Background: an optimization exercise with open tools, aiming at small area and a short achievable clock period. Do not read the settings as production practice. Function was not checked in any run shown here: the RTL went through the layout flow alone. Power is estimated from default activity; no workload was simulated.

File: flow/constraint.sdc
create_clock -name core_clock -period 5.5 [get_ports {clock}]
set_input_delay 1.1000 -clock core_clock [delete_from_list [all_inputs] [get_ports {clock}]]
set_output_delay 1.1000 -clock core_clock [all_outputs]
set_load 0.01 [all_outputs]
File: flow/run.sh
#!/bin/bash
# synth_recipe.tcl (not shown) runs the flow's synth.tcl, then flattens the netlist and writes it again
# the make line also repeats each setting of config.mk as NAME=value (left out here)
make -C /OpenROAD-flow-scripts/flow DESIGN_CONFIG=/design/flow/config.mk WORK_HOME=/design/flow/orfs CLKGATE_MAP_FILE= SYNTH_SCRIPT=/design/flow/synth_recipe.tcl finish
File: flow/config.mk
export PLATFORM = sky130hd
export DESIGN_NAME = ap_ctrl_txn_monitor
export DESIGN_NICKNAME = ap_ctrl_txn_monitor
export VERILOG_FILES = /design/flow/design.v
export SDC_FILE = /design/flow/constraint.sdc
export NUM_CORES = 4
export LEC_CHECK = 0
export CAP_MARGIN = 20
export CORE_MARGIN = 2
export CORE_UTILIZATION = 40
export SLEW_MARGIN = 20
File: flow/design.v
module ap_ctrl_txn_monitor #(
    parameter int N_CH      = 8,
    parameter int CNT_W     = 16,
    parameter int TXN_DEPTH = 4,
    parameter int CH_W      = (N_CH > 1) ? $clog2(N_CH) : 1
) (
    input  logic              clock,
    input  logic              reset,
    input  logic              finish,
    input  logic [N_CH-1:0]   ap_start,
    input  logic [N_CH-1:0]   ap_ready,
    input  logic [N_CH-1:0]   ap_done,
    input  logic [N_CH-1:0]   ap_continue,
    input  logic [N_CH-1:0]   clr,
    input  logic              rd_en,
    input  logic [CH_W-1:0]   rd_ch,
    input  logic [2:0]        rd_sel,
    output logic              rd_valid,
    output logic [CNT_W-1:0]  rd_data,
    output logic [N_CH-1:0]   busy,
    output logic [N_CH-1:0]   err,
    output logic              frozen
);
    localparam int RD_N = 2 ** CH_W;
    logic [CNT_W-1:0] ts_q;       
    logic [CNT_W-1:0] tsn_q;      
    logic             frozen_q;
    logic             rd_valid_q;
    logic [CNT_W-1:0] rd_data_q;
    logic [CNT_W-1:0] rd_val [RD_N];
    always_ff @(posedge clock) begin
        if (!reset) begin
            ts_q     <= '0;
            tsn_q    <= CNT_W'(1);
            frozen_q <= 1'b0;
        end else begin
            if (!frozen_q) begin
                ts_q  <= tsn_q;
                tsn_q <= tsn_q + CNT_W'(1);
            end
            if (finish) frozen_q <= 1'b1;
        end
    end
    for (genvar g = 0; g < N_CH; g++) begin : g_ch
        logic [CNT_W-1:0] fifo_q [4];
        logic [1:0]       rd_ptr_q;
        logic [2:0]       occ_q;
        logic [CNT_W-1:0] hlat_q;     
        logic [CNT_W-1:0] txn_q, last_q, min_q, max_q, stall_q;
        logic             ovf_q, unf_q;
        logic             st, dn, empty, full, one;
        logic             push, pop, upd, push_only, pop_only, ovf_set, unf_set;
        logic [1:0]       wr_ptr, rd_nxt;
        logic [CNT_W-1:0] lat, nh, hlat_d;
        logic             ch_rst;
        logic [CNT_W:0]   txn_inc, stall_inc;
        logic [CNT_W-1:0] ch_val;
        assign st    = ap_start[g] & ap_ready[g];
        assign dn    = ap_done[g] & ap_continue[g];
        assign empty = (occ_q == 3'd0);
        assign full  = occ_q[2];
        assign one   = (occ_q == 3'd1);
        assign push_only = st & ~dn & ~full;
        assign ovf_set   = st & ~dn & full;
        assign pop_only  = dn & ~st & ~empty;
        assign unf_set   = dn & ~st & empty;
        assign upd       = (st & dn) | pop_only;
        assign pop       = dn & ~empty;           
        assign push      = push_only | (st & dn & ~empty);
        assign wr_ptr = rd_ptr_q + occ_q[1:0];
        assign rd_nxt = rd_ptr_q + 2'd1;
        assign nh     = fifo_q[rd_nxt];
        assign lat    = empty ? '0 : hlat_q;
        always_comb begin
            if (empty || (one && pop)) hlat_d = CNT_W'(1);
            else if (pop)              hlat_d = tsn_q - nh;
            else                       hlat_d = hlat_q + CNT_W'(1);
        end
        assign txn_inc   = {1'b0, txn_q} + 1'b1;
        assign stall_inc = {1'b0, stall_q} + 1'b1;
        assign ch_rst    = !reset || (clr[g] && !frozen_q);
        always_ff @(posedge clock) begin
            if (!frozen_q && push) fifo_q[wr_ptr] <= ts_q;
            if (!frozen_q) hlat_q <= hlat_d;
        end
        always_ff @(posedge clock) begin
            if (ch_rst) begin
                rd_ptr_q <= '0;
                occ_q    <= '0;
                txn_q    <= '0;
                last_q   <= '0;
                min_q    <= '1;
                max_q    <= '0;
                stall_q  <= '0;
                ovf_q    <= 1'b0;
                unf_q    <= 1'b0;
            end else if (!frozen_q) begin
                if (pop) rd_ptr_q <= rd_nxt;
                if (push_only) occ_q <= occ_q + 3'd1;
                else if (pop_only) occ_q <= occ_q - 3'd1;
                if (upd) begin
                    txn_q  <= txn_inc[CNT_W-1:0] | {CNT_W{txn_inc[CNT_W]}};
                    last_q <= lat;
                    if (lat < min_q) min_q <= lat;
                    if (lat > max_q) max_q <= lat;
                end
                if (ap_done[g] && !ap_continue[g])
                    stall_q <= stall_inc[CNT_W-1:0] | {CNT_W{stall_inc[CNT_W]}};
                if (ovf_set) ovf_q <= 1'b1;
                if (unf_set) unf_q <= 1'b1;
            end
        end
        always_comb begin
            case (rd_sel)
                3'd0: ch_val = txn_q;
                3'd1: ch_val = last_q;
                3'd2: ch_val = min_q;
                3'd3: ch_val = max_q;
                3'd4: ch_val = stall_q;
                3'd5: ch_val = CNT_W'(occ_q);
                3'd6: ch_val = {{(CNT_W-2){1'b0}}, unf_q, ovf_q};
                default: ch_val = ts_q;
            endcase
        end
        assign rd_val[g] = ch_val;
        assign busy[g]   = ~empty & ~ovf_q & ~unf_q;
        assign err[g]    = ovf_q | unf_q;
    end
    for (genvar u = N_CH; u < RD_N; u++) begin : g_pad
        assign rd_val[u] = '0;
    end
    always_ff @(posedge clock) begin
        if (!reset) begin
            rd_valid_q <= 1'b0;
            rd_data_q  <= '0;
        end else begin
            rd_valid_q <= rd_en;
            if (rd_en) rd_data_q <= rd_val[rd_ch];
        end
    end
    assign rd_valid = rd_valid_q;
    assign rd_data  = rd_data_q;
    assign frozen   = frozen_q;
endmodule
==> results of run 1 <==
-- worst paths after layout --
check	start	endpoint	slack [ns]	cells after the start
hold / removal	g_ch[2].last_q[9]	g_ch[2].last_q[9]	0.46	2
setup reg to reg	g_ch[1].occ_q[0]	g_ch[1].min_q[5]	1.24	14
hold reg to reg	g_ch[2].last_q[9]	g_ch[2].last_q[9]	0.46	2
setup / recovery	g_ch[1].occ_q[0]	g_ch[1].min_q[5]	1.24	14
-- layout make-up --
type                    instances  area (um^2)  area share
multi-input cells            5260        37700      0.4481
flip-flops and latches       1386        34170      0.4062
clock buffers                 214         4437     0.05274
well taps                    2480         3103     0.03689
repair buffers                268         2315     0.02752
inverters                     445         1675     0.01992
clock inverters                67        705.7    0.008389
diodes                          6        15.01   0.0001785
-- kinds of logic (layout without fill, tap and decap cells) --
family                   after synthesis  in the layout  synth area share
AND/OR/NAND/NOR                     2275           2275            0.1427
AO/OA/AOI/OAI                       1714           1714            0.1457
flip-flops                          1386           1386            0.4568
buffers and inverters                824            994           0.04348
multiplexers                         439            439           0.09205
adder cells (fa/ha/maj)              421            421           0.07115
XOR/XNOR                             411            411           0.04814
other                                  0              6                 0
-- sequential cells by signal, summed over array words and instances (netlist names) --
| name | flops |
|---|---|
| frozen_q | 1 |
| g_ch.fifo_q | 512 |
| g_ch.hlat_q | 128 |
| g_ch.last_q | 128 |
| g_ch.max_q | 128 |
| g_ch.min_q | 128 |
| g_ch.occ_q | 24 |
| g_ch.ovf_q | 8 |
| g_ch.rd_ptr_q | 16 |
| g_ch.stall_q | 128 |
| g_ch.txn_q | 128 |
| g_ch.unf_q | 8 |
| rd_data_q | 16 |
| rd_valid_q | 1 |
| ts_q | 16 |
| tsn_q | 16 |
-- worst max-delay path: cells and delay by family (launching register included) --
| family | cells | cell delay [ns] |
|---|---|---|
| AOI/OAI and AO/OA | 6 | 1.59 |
| and+or+nand+nor | 4 | 1.14 |
| adders and majority gates | 2 | 0.55 |
| DFF | 1 | 0.47 |
| buffers and inverters | 2 | 0.37 |
-- per-layer routing --
layer	GRT usage	wire length, um	up-vias
met5	0	68	-
met4	0.1147	11690	10
met3	0.04441	20350	432
met2	0.3763	107600	2512
met1	0.3591	107800	29170
li1	-	-	27430
-- per-stage QoR --
step           power (W)  hold slack [ns]
3_3_place_gp     0.01381           0.4387
3_5_place_dp     0.01384           0.4470
5_1_grt          0.02499           0.4686
6_report         0.02423           0.4558
4_1_cts          0.02431           0.4551
2_1_floorplan    0.01288           0.4333
-- report_power, final --
group,internal [W],switching [W],total [W]
Combinational,0.000837,0.00159,0.00243
Sequential,0.0110,0.000285,0.0113
Clock,0.00605,0.00449,0.0105
Total,0.0179,0.00636,0.0242
-- layout by cell type, fill, tap and decap left out, types with 89 or more instances in the layout --
master     count
nor2_1       738
dfxtp_1      732
edfxtp_1     640
nand2_1      530
a21oi_1      513
inv_1        441
ha_1         409
o21ai_0      249
mux2i_1      214
xor2_1       210
xnor2_1      201
nand3_1      198
mux4_2       196
nor3_1       193
a31oi_1      191
buf_4        176
clkbuf_16    159
and2_1       156
a22oi_1      118
a21o_1       116
nand4_1      110
and3_1        93
a211oi_1      89
==> impl_metrics.toml, run 1 <==
[run_status]
status = "no timing/DRC/antenna violations"

[detailed_routing]
wl_per_cell_um = 24.44
drc = 0
viasPerCell = 5.881
finalWirelength_um = 247500
dr.pass1.iters = 9
drt_iter0_markers = 7302
ant_nets = 0
vias = 59550

[clock_tree]
cts_sinks = 1386
path_clk_slew_ns = 0.06
clockBufferDepth = 3
cts_buffers = 153
cts-resized-gates = 0
hold_buffers = 0
cts-root-buf = "clkbuf_16"
htree_levels = 4
clk_latency_ns = 0.82
cts_tree = "yes"
cts_setup_buffers = 0

[flow_run]
maxCapViolCount = 0

[final_layout]
final_util = 0.4532
stdcell_count = 10130
fillers = 17300
final_cell_area_um2 = 84120
drive_above_1_share = 0.1022
finalNetCount = 7981
syn_to_final_growth_pct = 12.51

[die]
io_pins = 84
core_um2 = 185600
die_h_um = 436.3
die_area_um2 = 190400
rows = 158
die_x_um = 436.3
initial_core_util = 0.4028

[setup_path]
critPathMaxStageDelay_ns = 0.69
worstPathArrival_ns = 4.94
cp_cell_sequence = "inv_1 > ha_1 > nand2b_1 > and2_1 > ha_1 > a21o_1 > a21o_1 > a21oi_1 > nor2_1 > a2111oi_0 > o31ai_4 > buf_8 > nor3_1 > a31oi_1"
path_class = "reg -> reg"
start_kind = "register"
crit_required_ns = 6.18
critPathSlowestCell = "a2111oi_0"
end_kind = "register"
crit_path_max_fanout = 19

[global_routing]
grt_max_degree = 73
grt_use_total = 0.2534
grt.overflow.total = 0
grt_pass1_wl_um = 365400
antenna_found_initial = 16
grt_pass1_vias = 55330

[synthesis]
synth_top_area_cell = "edfxtp_1"
yosysSeqAreaShare = 0.4568
yosysMostFrequentCell = "dfxtp_1"
async_flop_share = 0
yosys-top-cells-area = "edfxtp_1 (26%), dfxtp_1 (20%), ha_1 (6.8%)"
yosysTopAreaCellShare = 0.2570
ys.flop_type = "dfxtp_1"
synth_cells = 7470
synth_edf_count = 640
syn-num-nets = 7937
yosys_warnings = 2
syn_area_um2 = 74770
synth-seq-cells = 1386
synth_common_cells = "dfxtp_1 (746), nor2_1 (741), edfxtp_1 (640), nand2_1 (530), a21oi_1 (514)"
avgSynthCellArea_um2 = 10.01
yosys.cell_types.count = 87

[sta]
layout_setup_ws_ns = 1.236
worstMarginPinSlew_ns = 1.167
maxSlewViolCount = 0
setup_tns_ns = 0
maxSlewHeadroom = 0.2222
post-route-min-period_ns = 4.264
fmax_ghz = 0.2345
finalHoldViolations = 0
rsz0062_at_grt = "no"
setup_viol = 0
finalCritPeriodShare = 0.7752
skew_ns = 0.03002

[place]
place_inst = 9834
io_buffers = 83
pre_cts_ws_ns = 1.106
placedInstanceArea_um2 = 78890
hpwl_um = 176700
gp_congestion = 0.9956

[pwr]
power.density_nw_per_um2 = 288.0
irDropWorstVdd_mv = 0.3196
p_leak_nw = 32.58

[min_path]
hold_path.class = "reg -> reg"
==> run 2, diff against run 1 <==
--- a/flow/design.v
+++ b/flow/design.v
@@ -56,4 +56,5 @@
         logic [CNT_W:0]   txn_inc, stall_inc;
         logic [CNT_W-1:0] ch_val;
+        logic             lt, gt;
         assign st    = ap_start[g] & ap_ready[g];
         assign dn    = ap_done[g] & ap_continue[g];
@@ -72,4 +73,6 @@
         assign nh     = fifo_q[rd_nxt];
         assign lat    = empty ? '0 : hlat_q;
+        assign lt     = hlat_q < min_q;
+        assign gt     = hlat_q > max_q;
         always_comb begin
             if (empty || (one && pop)) hlat_d = CNT_W'(1);
@@ -102,6 +105,6 @@
                     txn_q  <= txn_inc[CNT_W-1:0] | {CNT_W{txn_inc[CNT_W]}};
                     last_q <= lat;
-                    if (lat < min_q) min_q <= lat;
-                    if (lat > max_q) max_q <= lat;
+                    if (empty || lt) min_q <= lat;
+                    if (!empty && gt) max_q <= hlat_q;
                 end
                 if (ap_done[g] && !ap_continue[g])
--- a/flow/config.mk
+++ b/flow/config.mk
@@ -6,6 +6,8 @@
 export NUM_CORES = 4
 export LEC_CHECK = 0
+export ABC_CLOCK_PERIOD_IN_PS = 2800
 export CAP_MARGIN = 20
 export CORE_MARGIN = 2
-export CORE_UTILIZATION = 40
+export CORE_UTILIZATION = 55
+export SETUP_SLACK_MARGIN = 2.6
 export SLEW_MARGIN = 20
==> run 2 against run 1 <==
  * Clock power barely moved
  * Sequential share of layout area decreased by 1.3 points
  * Combinational power is 14% higher
  * Synthesized cell count is 1.5% lower
  * Power is 1.6% higher
  * Clock-buffer cell count is 22 lower
  * Core utilization up 19 points
  * Critical path depth fell by 4
==> impl_metrics.toml, run 2 <==
[run_status]
status = "no timing/DRC/antenna violations"

[flow_run]
maxCapViolCount = 0

[place]
place_inst = 8966
gp_congestion = 0.9930
placedInstanceArea_um2 = 77750
hpwl_um = 185600
io_buffers = 83

[sta]
rsz0062_at_grt = "yes"
skew_ns = 0.02880
setup_viol = 0
setup_tns_ns = 0
finalHoldViolations = 0
post-route-min-period_ns = 3.115
finalCritPeriodShare = 0.5663
fmax_ghz = 0.3210
worstMarginPinSlew_ns = 1.221
hold_ws_ns = 0.4771
maxSlewViolCount = 0
maxSlewHeadroom = 0.1825

[setup_path]
crit_path_max_fanout = 6
end_kind = "register"
reg2reg_depth = 10
crit_required_ns = 6.00
worstPathArrival_ns = 3.61
start_kind = "register"
path_class = "reg -> reg"

[synthesis]
async_flop_share = 0
yosysSeqAreaShare = 0.4577
synth_common_cells = "dfxtp_1 (746), nor2_1 (646), edfxtp_1 (640), a21oi_1 (482), inv_1 (460)"
synth-seq-cells = 1386
yosys-top-cells-area = "edfxtp_1 (26%), dfxtp_1 (20%), ha_1 (7.5%)"
synth_top_area_cell = "edfxtp_1"
synth_cells = 7360
synth_edf_count = 640
syn_area_um2 = 74620
yosys.cell_types.count = 94
avgSynthCellArea_um2 = 10.14
ys.flop_type = "dfxtp_1"
yosys_warnings = 2
yosysMostFrequentCell = "dfxtp_1"
syn-num-nets = 7867
yosysTopAreaCellShare = 0.2576

[global_routing]
grt.overflow.total = 0
grt_max_degree = 88
grt_use_total = 0.3858
grt_pass1_wl_um = 391900
antenna_found_initial = 24
grt_pass1_vias = 57410

[final_layout]
layout_commonest_cell = "dfxtp_1"
syn_to_final_growth_pct = 17.28
regArea_um2 = 34380
final_cell_mix = "dfxtp_1 (669), edfxtp_1 (640), nor2_1 (623)"
final_cell_area_um2 = 87510
multi_input_area_um2 = 39770
largest_reg_flops = 512
regMostFlops = "g_ch.fifo_q"
finalNetCount = 8071
drive_above_1_share = 0.1728
stdcell_count = 9480
fillers = 10780

[pwr]
power_frac_clock = 0.423
p_leak_nw = 33.01
power.total_w = 0.02461
swShare = 0.2731
p_switching_w = 0.006721
p_int_w = 0.01789
pwr-share-seq = 0.465
power.density_nw_per_um2 = 281.2
irDropWorstVdd_mv = 0.3059
p_comb_frac = 0.112

[die]
core_um2 = 135100
die_h_um = 372.3
die_area_um2 = 138600
io_pins = 84
rows = 135
initial_core_util = 0.5522
die_x_um = 372.3

[detailed_routing]
drt_iter0_markers = 7767
vias = 62360
drc = 0
dr.pass1.iters = 7
viasPerCell = 6.578
ant_nets = 0
wl_per_cell_um = 28.97
finalWirelength_um = 274700

[clock_tree]
cts_tree = "yes"
clockBufferDepth = 3
path_clk_slew_ns = 0.06
hold_buffers = 0
cts_sinks = 1386
htree_levels = 4
clk_latency_ns = 0.81
cts-root-buf = "clkbuf_16"
cts_buffers = 153

[min_path]
min_path_cells = 2
hold_path.class = "reg -> reg"
## run 2: cell types whose count changed in the layout (fill, tap and decap cells not counted), moves of 65 or more
cell     before  now
a22oi_1     118  195
nand3_1     198  288
buf_4       176  305
o21ai_1      36  128
nand2_1     530  408
a221o_1       9   99
nor2_1      738  623
nor3_1      193  111
a31oi_1     191   75
a21oi_1     513  448
and2_1      156   41
## run 2: area by class of cell
cell class / count / share of cell area
diodes: 7 / 0.0002002
clock buffers: 192 / 0.04668
clock inverters: 91 / 0.01112
inverters: 466 / 0.02067
multi-input cells: 5099 / 0.4544
flip-flops and latches: 1386 / 0.3928
well taps: 1781 / 0.02546
repair buffers: 458 / 0.04861
## run 2: final timing paths
path	slack, ns	startpoint	to
max	2.39	g_ch[7].rd_ptr_q[1]	g_ch[7].hlat_q[15]
min	0.48	g_ch[5].max_q[4]	g_ch[5].max_q[4]
max reg2reg	2.39	g_ch[7].rd_ptr_q[1]	g_ch[7].hlat_q[15]
min reg2reg	0.48	g_ch[5].max_q[4]	g_ch[5].max_q[4]
## run 2: power groups by stage
stage	logic [W]	registers, W	clock network, W
2_1_floorplan	0.00161	0.0114	0
3_3_place_gp	0.00232	0.0117	0
3_5_place_dp	0.00236	0.0117	0
4_1_cts	0.00254	0.0114	0.0105
5_1_grt	0.00295	0.0115	0.0109
6_report	0.00276	0.0115	0.0104
## run 2: cells by family (layout without fill, tap and decap cells)
family / Yosys count / count (layout) / share of synthesized area
buffers and inverters: 879 / 1207 / 0.04615
other: 0 / 7 / 0
AO/OA/AOI/OAI: 1881 / 1881 / 0.1688
adder cells (fa/ha/maj): 457 / 457 / 0.07744
XOR/XNOR: 396 / 396 / 0.04648
AND/OR/NAND/NOR: 2022 / 2026 / 0.1297
multiplexers: 339 / 339 / 0.07371
flip-flops: 1386 / 1386 / 0.4577
## run 2: through the flow
step	worst slack (ns)	util
after floorplan	2.198	-
after global placement	1.349	0.5753
after detailed placement	1.300	0.5754
after CTS	2.354	0.6317
after global routing	2.321	0.6475
final	2.385	0.6476
## run 2: repair_timing
action / 4_1_cts / 5_1_grt
gates resized for setup: 450 / 268
buffers inserted: 133 / 82
setup endpoints to repair: 523 / 564
gates cloned: 5 / 2
pin swaps: 119 / 144
## run 2: worst max-delay path, cell delays in order, from the launching register on
cell	delay [ns]
dfxtp_4	0.42
mux4_2	0.59
inv_2	0.12
ha_4	0.20
a2111o_1	0.40
o211ai_1	0.18
buf_4	0.17
a211oi_4	0.08
a311oi_2	0.33
xnor2_1	0.20
a211oi_1	0.11
## run 2: metal layers
metal | part of all wire | global-route usage
met5 | 0.00024 | 0
met4 | 0.054 | 0.1756
met3 | 0.11 | 0.08648
met2 | 0.43 | 0.5770
met1 | 0.41 | 0.5343

static timing again, ports no longer ideal:
Ports are ideal in the flow. The routed layouts listed here were re-timed in OpenROAD.
Step 1 sets driving cells, clkbuf_16 on the clock port and buf_2 on the other inputs (assumed; they add their load-dependent delay and slew).
Step 2 times the ports against the registers' clock, not the clock port: input delays grow and output delays shrink by t, the midpoint of the rising clock arrivals with the driver on.
Slacks: ideal / step 1 / step 2; pairs: ideal / step 1.
run	t, ns	setup WS [ns]	worst hold slack (ns)	cell pins on the clock port's net
run 1	0.893	1.236 / 1.236 / 1.163	0.456 / 0.456 / 0.456	1
run 2	0.892	2.385 / 2.385 / 1.561	0.477 / 0.477 / 0.477	1
After both steps setup and hold are still met in every run listed. The setup slack of run 2, which loses most, moves by 0.000 ns with the drivers and by -0.824 ns with both steps.
